What follows belongs to an exercise in optimizing a design on an open flow for small area; a production flow would make more cautious choices. Function was checked by simulation only, so behaviour that the tests miss may differ from the original. Power and IR drop assume default switching activity.

lane 1:
Design csr_file_top, start of the top module:
module csr_file_top (
  input  logic                            clk,
  input  logic                            nreset,
  input  logic [2:0]                      csr_cmd,
  input  logic [csr_pkg::csr_addr_w-1:0]  csr_addr,
  input  logic [csr_pkg::xlen-1:0]        csr_wdata,
  input  logic                            trap_exception,
  input  logic                            trap_is_int,
  input  logic [csr_pkg::cause_w-1:0]     trap_code,
  input  logic [csr_pkg::xlen-1:0]        trap_pc,
  input  logic [csr_pkg::xlen-1:0]        trap_mem_addr,
  input  logic [csr_pkg::xlen-1:0]        trap_inst,
  input  logic                            mret,
  input  logic                            retire,
  input  logic                            timer_tick,
  input  logic [csr_pkg::n_ext_irq-1:0]   ext_irq,
  output logic [csr_pkg::xlen-1:0]        rdata,
  output logic                            illegal_access,
  ...
Size in the first run: about 1500 cells after synthesis, about 300 flip-flops, roughly 270 I/O pins, roughly 13000 um^2 of cells after synthesis.
export LEC_CHECK = 0
export CAP_MARGIN = 20
export CORE_MARGIN = 2
export CORE_UTILIZATION = 75
export CTS_BUF_LIST = sky130_fd_sc_hd__clkbuf_16
export CTS_CLUSTER_DIAMETER = 100
export CTS_CLUSTER_SIZE = 30
export SLEW_MARGIN = 20
export BUFFER_PORTS_ARGS = -buffer_cell sky130_fd_sc_hd__buf_1
create_clock -name core_clock -period 7.0 [get_ports {clk}]
standard.sh (not shown) runs the stock make flow with config.mk's settings and CLKGATE_MAP_FILE= SYNTH_SCRIPT=/design/flow/synth_recipe.tcl, a recipe that flattens the netlist after the stock synthesis.
==> flow/flow/run.sh <==
#!/bin/bash
# The standard layout (standard.sh) with two changes:
#  - synthesis maps the logic with an area-oriented ABC script (flow/synth_area.tcl);
#    the flip-flops and their names are the standard synthesis's;
#  - the port buffers that global placement adds to every input and output are the
#    smallest buffer cell instead of the clkdlybuf4s50_1 that buffer_ports picks.
# Each tool's full output is in orfs/logs/; make's own output is in flow_make.log.
set -euo pipefail
here=$(pwd)
echo 'export BUFFER_PORTS_ARGS = -buffer_cell sky130_fd_sc_hd__buf_1' >> config.mk
sed "s#SYNTH_SCRIPT=[^ ]*#SYNTH_SCRIPT=$here/flow/synth_area.tcl#" standard.sh > area_standard.sh
grep -q "SYNTH_SCRIPT=$here/flow/synth_area.tcl" area_standard.sh
bash area_standard.sh > flow_make.log 2>&1
==> flow/flow/abc_area.script <==
&get -n
&st
&dc2
&st
&dch
&nf -R 1000 -E 100 -C 32 -F 8
&put
==> flow/flow/synth_area.tcl <==
# The standard synthesis script (synth_recipe.tcl), with one change: ABC maps the
# logic with flow/abc_area.script, an area-oriented mapping, instead of ORFS's speed
# script, and the adders are left to ABC rather than mapped to half/full adder cells
# first (ADDER_MAP_FILE unset). Everything else, flip-flop mapping included, is the
# standard synthesis.
set area_script [file join [file dirname [file normalize [info script]]] abc_area.script]
proc synth {args} { yosys synth -nofsm -noshare {*}$args }
proc abc {args} {
  set i [lsearch -exact $args -script]
  if {$i >= 0} {
    set args [lreplace $args [expr {$i+1}] [expr {$i+1}] $::area_script]
  }
  yosys abc {*}$args
}
if {[info exists ::env(ADDER_MAP_FILE)]} { unset ::env(ADDER_MAP_FILE) }
source $::env(SCRIPTS_DIR)/synth.tcl
# left out here: clear keep_hierarchy, flatten, clean up, hide names made inside functions, write 1_2_yosys.v
Inputs modified between lane 1 and lane 2:
- a change of CTS_CLUSTER_SIZE from 30 to 25
### Flow results
Lane 2: flow completed, timing, DRC and antenna clean. Going from lane 1 to lane 2, combinational power share shrinks by 0.4 points. Going from lane 1 to lane 2, the number of clock buffers in the layout was found to have gone up by 2. The higher area growth from synthesis to layout came out of lane 2. Diff lane 1 and lane 2: remaining max-slew budget at the tightest pin higher in lane 1. In the tables for lane 1 and lane 2, global-route usage reads higher with lane 1. Looking only at worst hold slack, and setting everything else aside, the higher value of lane 1 and lane 2 goes to lane 1. On lane 2: total of fill cells in the finished design is 1.1% lower than what lane 1 gave. Relative to lane 1, the clock transition at the register clock pins on the worst setup and hold paths after CTS of lane 2 is lower by 20 ps. Of the two values seen for cell with the largest stage delay on the worst path, nor3_1 was produced by lane 2 and nor3_2 by lane 1. Relative contribution of the clock network to total power: lane 2 vs lane 1 up 1.6 points.


csr_file_top, a different RTL version from the one above (not shown whole).
Size: ~2,000 cells after synthesis, ~300 flip-flops, about 270 I/O pins, ~17,000 um2 of cells after synthesis.
clock: 7.0 ns
lec_check: 0
cap_margin: 20
core_margin: 2
core_utilization: 40
slew_margin: 20
run.sh (not shown) runs the stock make flow with config.mk's settings and CLKGATE_MAP_FILE= SYNTH_SCRIPT=/design/flow/synth_recipe.tcl, a recipe that flattens the netlist after the stock synthesis.
Stock flow here: none of the scripts above is used.
Rerun with:
==> flow/flow/run.sh (new file) <==
#!/bin/bash
# The standard layout (standard.sh) with two changes:
#  - synthesis maps the logic with an area-oriented ABC script (flow/synth_area.tcl);
#    the flip-flops and their names are the standard synthesis's;
#  - the port buffers that global placement adds to every input and output are the
#    smallest buffer cell instead of the clkdlybuf4s50_1 that buffer_ports picks.
# Each tool's full output is in orfs/logs/; make's own output is in flow_make.log.
set -euo pipefail
here=$(pwd)
echo 'export BUFFER_PORTS_ARGS = -buffer_cell sky130_fd_sc_hd__buf_1' >> config.mk
sed "s#SYNTH_SCRIPT=[^ ]*#SYNTH_SCRIPT=$here/flow/synth_area.tcl#" standard.sh > area_standard.sh
grep -q "SYNTH_SCRIPT=$here/flow/synth_area.tcl" area_standard.sh
bash area_standard.sh > flow_make.log 2>&1
==> flow/flow/abc_area.script (new file) <==
&get -n
&st
&dch
&nf -R 1000 -E 100
&put
==> flow/flow/synth_area.tcl (new file) <==
# The standard synthesis script (synth_recipe.tcl), with one change: ABC maps the
# logic with flow/abc_area.script, an area-oriented mapping, instead of ORFS's speed
# script. Everything else, flip-flop mapping included, is the standard synthesis.
set area_script [file join [file dirname [file normalize [info script]]] abc_area.script]
proc synth {args} { yosys synth -nofsm -noshare {*}$args }
proc abc {args} {
  set i [lsearch -exact $args -script]
  if {$i >= 0} {
    set args [lreplace $args [expr {$i+1}] [expr {$i+1}] $::area_script]
  }
  yosys abc {*}$args
}
source $::env(SCRIPTS_DIR)/synth.tcl
# left out here: clear keep_hierarchy, flatten, clean up, hide names made inside functions, write 1_2_yosys.v
==> flow/standard.sh (new file) <==
#!/bin/bash
# synth_recipe.tcl (not shown) runs the flow's synth.tcl, then flattens the netlist and writes it again
# the make line also repeats each setting of config.mk as NAME=value (left out here)
make -C /OpenROAD-flow-scripts/flow DESIGN_CONFIG=/design/flow/config.mk WORK_HOME=/design/flow/orfs CLKGATE_MAP_FILE= SYNTH_SCRIPT=/design/flow/synth_recipe.tcl "${@:-finish}"
- BUFFER_PORTS_ARGS: unset -> -buffer_cell sky130_fd_sc_hd__buf_1
- CORE_UTILIZATION: 40 -> 65
- CTS_BUF_LIST: unset -> sky130_fd_sc_hd__clkbuf_16
- CTS_CLUSTER_DIAMETER: unset -> 80
- CTS_CLUSTER_SIZE: unset -> 25
removed: flow/run.sh
Result: The new run finished clean. Sequential cell count stays the same. Final cell count drops by 21%. Count of clock-buffer cells in the layout decreases by 28. Area after synthesis is lower by 16%.


Setup of juniper:
csr_file_top, a different RTL version from the one above (not shown whole).
Size in the first run: about 1,500 cells after synthesis, ~300 flip-flops, ~270 I/O pins, roughly 13,000 um^2 of cells after synthesis.
Settings: LEC_CHECK=0, CAP_MARGIN=20, CORE_MARGIN=2, CORE_UTILIZATION=65, CTS_BUF_LIST=sky130_fd_sc_hd__clkbuf_16, CTS_CLUSTER_DIAMETER=80, CTS_CLUSTER_SIZE=25, SLEW_MARGIN=20, BUFFER_PORTS_ARGS=-buffer_cell sky130_fd_sc_hd__buf_1; clock period 7.0 ns.
standard.sh (not shown) runs the stock make flow with config.mk's settings and CLKGATE_MAP_FILE= SYNTH_SCRIPT=/design/flow/synth_recipe.tcl, a recipe that flattens the netlist after the stock synthesis.
==> flow/flow/run.sh <==
#!/bin/bash
# The standard layout (standard.sh) with two changes:
#  - synthesis maps the logic with an area-oriented ABC script (flow/synth_area.tcl);
#    the flip-flops and their names are the standard synthesis's;
#  - the port buffers that global placement adds to every input and output are the
#    smallest buffer cell instead of the clkdlybuf4s50_1 that buffer_ports picks.
# Each tool's full output is in orfs/logs/; make's own output is in flow_make.log.
set -euo pipefail
here=$(pwd)
echo 'export BUFFER_PORTS_ARGS = -buffer_cell sky130_fd_sc_hd__buf_1' >> config.mk
sed "s#SYNTH_SCRIPT=[^ ]*#SYNTH_SCRIPT=$here/flow/synth_area.tcl#" standard.sh > area_standard.sh
grep -q "SYNTH_SCRIPT=$here/flow/synth_area.tcl" area_standard.sh
bash area_standard.sh > flow_make.log 2>&1
==> flow/flow/abc_area.script <==
&get -n
&st
&dc2
&st
&dch
&nf -E 100 -C 32 -F 8
&put
==> flow/flow/synth_area.tcl <==
# The standard synthesis script (synth_recipe.tcl), with one change: ABC maps the
# logic with flow/abc_area.script, an area-oriented mapping, instead of ORFS's speed
# script, and the adders are left to ABC rather than mapped to half/full adder cells
# first (ADDER_MAP_FILE unset). Everything else, flip-flop mapping included, is the
# standard synthesis.
set area_script [file join [file dirname [file normalize [info script]]] abc_area.script]
proc synth {args} { yosys synth -nofsm -noshare {*}$args }
proc abc {args} {
  set i [lsearch -exact $args -script]
  if {$i >= 0} {
    set args [lreplace $args [expr {$i+1}] [expr {$i+1}] $::area_script]
  }
  yosys abc {*}$args
}
if {[info exists ::env(ADDER_MAP_FILE)]} { unset ::env(ADDER_MAP_FILE) }
source $::env(SCRIPTS_DIR)/synth.tcl
# left out here: clear keep_hierarchy, flatten, clean up, hide names made inside functions, write 1_2_yosys.v
juniper: no failed stages, no open violations at the end
> inputs changed (juniper -> lagoon)
Settings: changing CORE_UTILIZATION from 65 to 75; changing CTS_CLUSTER_DIAMETER from 80 to 100.
==> flow/flow/abc_area.script <==
&get -n
&st
&dc2
&st
&dch
&nf -R 1000 -E 100 -C 32 -F 8
&put
## What came out
Summary of lagoon over juniper: wire length moved up; total of clock buffers placed in the layout level; fraction of synthesized area in multiplexers level; post-synthesis compound-gate area fraction moved up; synthesized area moved down.
Re sequential share of layout area: juniper was lower than lagoon.
| hold slack | juniper vs lagoon | ≈ equal |


== old ==
csr_file_top, a different RTL version from the one above (not shown whole).
Size in the first run: ~270 I/O pins.
==> flow/config.mk <==
export PLATFORM = sky130hd
export DESIGN_NAME = csr_file_top
export DESIGN_NICKNAME = csr_file_top
export VERILOG_FILES = /design/flow/design.v
export SDC_FILE = /design/flow/constraint.sdc
export NUM_CORES = 4
export LEC_CHECK = 0
export CAP_MARGIN = 20
export CORE_MARGIN = 2
export CORE_UTILIZATION = 65
export CTS_BUF_LIST = sky130_fd_sc_hd__clkbuf_16
export CTS_CLUSTER_DIAMETER = 80
export CTS_CLUSTER_SIZE = 25
export SLEW_MARGIN = 20
export BUFFER_PORTS_ARGS = -buffer_cell sky130_fd_sc_hd__buf_1
==> flow/constraint.sdc <==
create_clock -name core_clock -period 7.0 [get_ports {clk}]
set_input_delay 1.4000 -clock core_clock [delete_from_list [all_inputs] [get_ports {clk}]]
set_output_delay 1.4000 -clock core_clock [all_outputs]
set_load 0.01 [all_outputs]
==> flow/flow/abc_area.script <==
&get -n
&st
&dc2
&st
&dch
&nf -R 1000 -E 100 -C 32 -F 8
&put
Scripts as last shown in full above: flow/flow/run.sh, flow/flow/synth_area.tcl
old completed; timing, DRC and antenna clean
### old -> new
==> flow/flow/abc_area.script <==
&get -n
&st
&dch
&nf -R 1000 -E 100
&put
--- a/flow/flow/synth_area.tcl
+++ b/flow/flow/synth_area.tcl
@@ -3,3 +3 @@
-# script, and the adders are left to ABC rather than mapped to half/full adder cells
-# first (ADDER_MAP_FILE unset). Everything else, flip-flop mapping included, is the
-# standard synthesis.
+# script. Everything else, flip-flop mapping included, is the standard synthesis.
@@ -15 +12,0 @@
-if {[info exists ::env(ADDER_MAP_FILE)]} { unset ::env(ADDER_MAP_FILE) }
[summary]
NOTE core area old->new increased by a few percent
The wire length on old is in line with that on new.
First-pass GRT wire length for new is higher than for old.
Flip-flop and latch area delta (old -> new): insignificant
new has final period utilization below what old had.
csr_addr[8] as the worst setup path startpoint was reported by old, and csr_addr[9] by new.
Height of the die in new is 2.3 microns above old.

[afterwards: timing with drivers on the ports]
How much do the figures lean on ideal ports? The routed layouts below were timed once more, with nothing changed but the port constraints.
Step 1 sets driving cells, clkbuf_16 on the clock port and buf_2 on the other inputs (assumed; they add their load-dependent delay and slew).
Step 2 times the ports against the registers' clock, not the clock port: input delays grow and output delays shrink by t, the midpoint of the rising clock arrivals with the driver on.
a / b / c = ideal ports / drivers / drivers and shift; a / b = the first two.
run	t (ns)	setup slack, ns	hold WS [ns]
lane 1	0.541	0.358 / 0.385 / -0.156	0.471 / 0.471 / 0.471
lane 2	0.546	0.449 / 0.479 / -0.066	0.467 / 0.467 / 0.467
the first run of note 2	0.609	0.540 / 0.508 / 0.508	0.469 / 0.469 / 0.469
the second run of note 2	0.550	0.498 / 0.526 / -0.025	0.463 / 0.463 / 0.463
juniper	0.565	0.824 / 0.838 / 0.274	0.464 / 0.464 / 0.464
lagoon	0.543	0.287 / 0.314 / -0.229	0.464 / 0.464 / 0.464
old	0.555	0.370 / 0.399 / -0.156	0.468 / 0.468 / 0.468
new	0.554	0.431 / 0.462 / -0.092	0.463 / 0.463 / 0.463
Met with ideal ports but missed after step 2: setup timing in 6 of these runs. For juniper, which loses most, drivers alone change the setup slack by +0.014 ns; drivers and shift together by -0.550 ns.
